Context: an optimization exercise on an open-source flow, tuned for small area, a short achievable clock period and few clock cycles per item. The choices shown serve that exercise and are no tape-out recipe.

==> flow/design.v <==
`default_nettype none
module byte_stream_find_replace #(
  parameter int MAX_PATTERN     = 16,
  parameter int MAX_REPLACEMENT = 16
) (
  input  wire logic        clk,
  input  wire logic        rst_n,
  input  wire logic        cfg_we,
  input  wire logic [2:0]  cfg_index,
  input  wire logic [63:0] cfg_wdata,
  input  wire logic        in_tvalid,
  output logic             in_tready,
  input  wire logic [7:0]  in_tdata,
  input  wire logic        in_tlast,
  output logic             out_tvalid,
  input  wire logic        out_tready,
  output logic [7:0]       out_tdata,
  output logic             out_tuser,
  output logic             out_tlast
);
  localparam int DEPTH = 16;
  localparam int AW    = 4;
  logic         pzero_r;
  logic [3:0]   pm1_r;
  logic         rzero_r;
  logic [3:0]   rm1_r;
  logic [127:0] pat_r;
  logic [127:0] rep_r;
  logic [4:0]   wlen;
  logic         plen_we;
  assign wlen    = (cfg_wdata[4] && (cfg_wdata[3:0] != 4'd0)) ? 5'd16 : cfg_wdata[4:0];
  assign plen_we = cfg_we && (cfg_index == 3'd0);
  always_ff @(posedge clk) begin
    if (!rst_n) begin
      pzero_r <= 1'b1;
      pm1_r   <= '0;
      rzero_r <= 1'b1;
      rm1_r   <= '0;
      pat_r   <= '0;
      rep_r   <= '0;
    end else if (cfg_we) begin
      case (cfg_index)
        3'd0: begin pzero_r <= (wlen == 5'd0); pm1_r <= 4'(wlen - 5'd1); end
        3'd1: pat_r[63:0]   <= cfg_wdata;
        3'd2: pat_r[127:64] <= cfg_wdata;
        3'd3: begin rzero_r <= (wlen == 5'd0); rm1_r <= 4'(wlen - 5'd1); end
        3'd4: rep_r[63:0]   <= cfg_wdata;
        3'd5: rep_r[127:64] <= cfg_wdata;
        default: ;
      endcase
    end
  end
  logic        rdy_r;
  logic        v1_r;
  logic [7:0]  b1_r;
  logic        l1_r;
  logic [15:0] eq_in;
  logic        v1_nxt;
  always_comb begin
    for (int k = 0; k < 16; k++) begin
      eq_in[k] = (in_tdata == pat_r[8*k +: 8]);
    end
  end
  logic [15:0] pm_oh;
  logic [15:0] rm_oh;
  always_comb begin
    for (int k = 0; k < 16; k++) begin
      pm_oh[k] = !pzero_r && (pm1_r == 4'(k));
      rm_oh[k] = (rm1_r == 4'(k));
    end
  end
  assign in_tready = rdy_r;
  assign v1_nxt    = rdy_r ? in_tvalid : v1_r;
  always_ff @(posedge clk) begin
    if (!rst_n) begin
      v1_r <= 1'b0;
    end else begin
      v1_r <= v1_nxt;
    end
  end
  logic [9:0]    mem_r [DEPTH];    
  logic [AW:0]   wr_ptr_r;
  logic [AW:0]   c_ptr_r;
  logic [AW:0]   rd_ptr_r;
  logic [AW:0]   wr_nxt;
  logic [AW:0]   c_nxt;
  logic [3:0]    w_r;
  logic [3:0]    w_nxt;
  logic [15:0]   dn_r;            
  logic [15:0]   d_base;          
  logic [15:0]   d_in;
  logic          m_r;             
  logic          full_r;          
  logic          go;
  logic          match;
  logic          commit_all;
  logic          wr_rep;
  logic          nf_nxt;
  assign go         = v1_r && rdy_r;
  assign match      = m_r;
  assign commit_all = l1_r || pzero_r;
  assign wr_rep     = !rzero_r || l1_r;
  assign d_in       = {d_base[14:0], 1'b1} & eq_in;
  logic eqp_in;
  logic pfx_base;
  assign eqp_in   = |(eq_in & pm_oh);
  assign pfx_base = |({d_base[14:0], 1'b1} & pm_oh);
  always_ff @(posedge clk) begin
    if (rdy_r) begin
      m_r   <= eqp_in && pfx_base;
      b1_r  <= in_tdata;
      l1_r  <= in_tlast;
    end
  end
  always_comb begin
    wr_nxt = wr_ptr_r;
    c_nxt  = c_ptr_r;
    w_nxt  = w_r;
    d_base = dn_r;
    if (plen_we) begin
      wr_nxt = c_ptr_r;
      w_nxt  = '0;
      d_base = '0;
    end else if (go) begin
      if (match) begin
        c_nxt  = c_ptr_r + (wr_rep ? 1'b1 : 1'b0);
        wr_nxt = c_ptr_r + (wr_rep ? 1'b1 : 1'b0);
        w_nxt  = '0;
        d_base = '0;
      end else if (commit_all) begin
        c_nxt  = wr_ptr_r + 1'b1;
        wr_nxt = wr_ptr_r + 1'b1;
        w_nxt  = '0;
        d_base = '0;
      end else if (full_r) begin
        c_nxt  = c_ptr_r + 1'b1;
        wr_nxt = wr_ptr_r + 1'b1;
      end else begin
        wr_nxt = wr_ptr_r + 1'b1;
        w_nxt  = w_r + 1'b1;
      end
    end
  end
  logic [AW:0] rd_inc;
  logic        pop;
  assign rd_inc = rd_ptr_r + 1'b1;
  assign nf_nxt = pop ? !((wr_nxt[AW-1:0] == rd_inc[AW-1:0]) && (wr_nxt[AW] != rd_inc[AW]))
                      : !((wr_nxt[AW-1:0] == rd_ptr_r[AW-1:0]) && (wr_nxt[AW] != rd_ptr_r[AW]));
  always_ff @(posedge clk) begin
    if (!rst_n) begin
      rdy_r    <= 1'b1;
      wr_ptr_r <= '0;
      c_ptr_r  <= '0;
      w_r      <= '0;
      dn_r     <= '0;
      full_r   <= 1'b0;
    end else begin
      rdy_r    <= !v1_nxt || nf_nxt;
      wr_ptr_r <= wr_nxt;
      c_ptr_r  <= c_nxt;
      w_r      <= w_nxt;
      dn_r     <= (rdy_r && in_tvalid) ? d_in : d_base;
      full_r   <= (w_nxt == pm1_r);
    end
  end
  always_ff @(posedge clk) begin
    for (int i = 0; i < DEPTH; i++) begin
      if (go && (match ? (wr_rep && (c_ptr_r[AW-1:0] == AW'(i)))
                       : (wr_ptr_r[AW-1:0] == AW'(i)))) begin
        mem_r[i] <= {match, l1_r, b1_r};
      end
    end
  end
  logic [9:0]  head;
  logic [7:0]  repb;
  logic        h_valid;
  logic        h_rep;
  logic        load;
  logic        step;
  logic        fin;
  logic [15:0] rd_oh_r;
  logic [15:0] ix_oh_r;
  logic [15:0] ix_oh_nxt;
  logic        idxl_r;             
  logic        ovalid_r;
  logic [7:0]  odata_r;
  logic        ouser_r;
  logic        olast_r;
  always_comb begin
    head = '0;
    repb = '0;
    for (int i = 0; i < DEPTH; i++) begin
      head = head | (mem_r[i] & {10{rd_oh_r[i]}});
      repb = repb | (rep_r[8*i +: 8] & {8{ix_oh_r[i]}});
    end
  end
  assign h_rep     = head[9];
  assign h_valid   = (rd_ptr_r != c_ptr_r);
  assign load      = !ovalid_r || out_tready;
  assign step      = load && h_valid;
  assign fin       = !h_rep || rzero_r || idxl_r;
  assign pop       = step && fin;
  assign ix_oh_nxt = !step ? ix_oh_r : (fin ? 16'd1 : {ix_oh_r[14:0], 1'b0});
  always_ff @(posedge clk) begin
    if (!rst_n) begin
      ovalid_r <= 1'b0;
      rd_ptr_r <= '0;
      rd_oh_r  <= 16'd1;
      ix_oh_r  <= 16'd1;
      idxl_r   <= 1'b0;
    end else begin
      if (load) begin
        ovalid_r <= h_valid;
      end
      if (step && fin) begin
        rd_ptr_r <= rd_inc;
        rd_oh_r  <= {rd_oh_r[14:0], rd_oh_r[15]};
      end
      ix_oh_r <= ix_oh_nxt;
      idxl_r  <= |(ix_oh_nxt & rm_oh);
    end
  end
  always_ff @(posedge clk) begin
    if (step) begin
      odata_r <= !h_rep ? head[7:0] : (rzero_r ? 8'd0 : repb);
      ouser_r <= !(h_rep && rzero_r);
      olast_r <= head[8] && fin;
    end
  end
  assign out_tvalid = ovalid_r;
  assign out_tdata  = odata_r;
  assign out_tuser  = ouser_r;
  assign out_tlast  = olast_r;
endmodule
`default_nettype wire
Settings: LEC_CHECK=0, CAP_MARGIN=20, CORE_MARGIN=2, CORE_UTILIZATION=60, SETUP_SLACK_MARGIN=4.0, SLEW_MARGIN=20; clock period 6.5 ns.
standard.sh (not shown) runs the stock make flow with config.mk's settings and CLKGATE_MAP_FILE= SYNTH_SCRIPT=/design/flow/synth_recipe.tcl, a recipe that flattens the netlist after the stock synthesis.
==> flow/flow/run.sh <==
#!/bin/bash
# Standard layout, with two changes: the clock tree uses no dummy loads, and
# ports are buffered with buf_2 cells. The make output goes to make.log here;
# each ORFS step keeps its own log under orfs/logs.
set -euo pipefail
export CTS_ARGS="-sink_clustering_enable -repair_clock_nets -dont_use_dummy_load -sink_clustering_size 24 -sink_clustering_max_diameter 80"
export BUFFER_PORTS_ARGS="-buffer_cell sky130_fd_sc_hd__buf_2"
bash standard.sh finish > make.log 2>&1
Next try:
--- a/flow/design.v
+++ b/flow/design.v
@@ -62,11 +62,9 @@
     end
   end
   logic [15:0] pm_oh;
-  logic [15:0] rm_oh;
   always_comb begin
     for (int k = 0; k < 16; k++) begin
       pm_oh[k] = !pzero_r && (pm1_r == 4'(k));
-      rm_oh[k] = (rm1_r == 4'(k));
     end
   end
   assign in_tready = rdy_r;
@@ -141,11 +139,7 @@
       end
     end
   end
-  logic [AW:0] rd_inc;
-  logic        pop;
-  assign rd_inc = rd_ptr_r + 1'b1;
-  assign nf_nxt = pop ? !((wr_nxt[AW-1:0] == rd_inc[AW-1:0]) && (wr_nxt[AW] != rd_inc[AW]))
-                      : !((wr_nxt[AW-1:0] == rd_ptr_r[AW-1:0]) && (wr_nxt[AW] != rd_ptr_r[AW]));
+  assign nf_nxt = !((wr_nxt[AW-1:0] == rd_ptr_r[AW-1:0]) && (wr_nxt[AW] != rd_ptr_r[AW]));
   always_ff @(posedge clk) begin
     if (!rst_n) begin
       rdy_r    <= 1'b1;
@@ -179,8 +173,8 @@
   logic        step;
   logic        fin;
   logic [15:0] rd_oh_r;
-  logic [15:0] ix_oh_r;
-  logic [15:0] ix_oh_nxt;
+  logic [3:0]  idx_r;
+  logic [3:0]  idx_nxt;
   logic        idxl_r;             
   logic        ovalid_r;
   logic [7:0]  odata_r;
@@ -188,36 +182,34 @@
   logic        olast_r;
   always_comb begin
     head = '0;
-    repb = '0;
     for (int i = 0; i < DEPTH; i++) begin
       head = head | (mem_r[i] & {10{rd_oh_r[i]}});
-      repb = repb | (rep_r[8*i +: 8] & {8{ix_oh_r[i]}});
-    end
-  end
+    end
+  end
+  assign repb      = rep_r[8*idx_r +: 8];
   assign h_rep     = head[9];
   assign h_valid   = (rd_ptr_r != c_ptr_r);
   assign load      = !ovalid_r || out_tready;
   assign step      = load && h_valid;
   assign fin       = !h_rep || rzero_r || idxl_r;
-  assign pop       = step && fin;
-  assign ix_oh_nxt = !step ? ix_oh_r : (fin ? 16'd1 : {ix_oh_r[14:0], 1'b0});
+  assign idx_nxt   = !step ? idx_r : (fin ? 4'd0 : idx_r + 4'd1);
   always_ff @(posedge clk) begin
     if (!rst_n) begin
       ovalid_r <= 1'b0;
       rd_ptr_r <= '0;
       rd_oh_r  <= 16'd1;
-      ix_oh_r  <= 16'd1;
+      idx_r    <= '0;
       idxl_r   <= 1'b0;
     end else begin
       if (load) begin
         ovalid_r <= h_valid;
       end
       if (step && fin) begin
-        rd_ptr_r <= rd_inc;
+        rd_ptr_r <= rd_ptr_r + 1'b1;
         rd_oh_r  <= {rd_oh_r[14:0], rd_oh_r[15]};
       end
-      ix_oh_r <= ix_oh_nxt;
-      idxl_r  <= |(ix_oh_nxt & rm_oh);
+      idx_r   <= idx_nxt;
+      idxl_r  <= (idx_nxt == rm1_r);
     end
   end
   always_ff @(posedge clk) begin
=> Setup slack is better by 0.11 ns. Utilization fell by 0.88 points. First-iteration DRC count fell by 16%. Final cell count fell by 6.9%. Die area fell by 2.9%. Wire length fell by 11%.
No run of this note included a check of the RTL's function; only the layout flow was run.

separate check: timing with driven ports:
The flow's constraints put no driver on any port. The routed layouts listed below were extracted and timed again, unchanged, in two steps.
Step 1 assumes that a clkbuf_16 drives the clock port and a buf_2 every other input.
Step 2, shift: input delay + t, output delay - t, t = (earliest + latest rising clock arrival at the registers) / 2. This alone moves slack from input paths to output paths.
a / b / c = ideal ports / drivers / drivers and shift; a / b = the first two.
| run | shift t [ns] | slack for setup (ns) | worst data-port slew with drivers (ns) |
|---|---|---|---|
| the first run | 0.624 | 3.919 / 3.861 / 3.237 | 0.25 |
| the second run | 0.619 | 4.032 / 3.987 / 3.447 | 0.16 |
After both steps setup and hold are still met in every run listed. For the first run, which loses most, drivers alone change the setup slack by -0.058 ns; drivers and shift together by -0.682 ns.
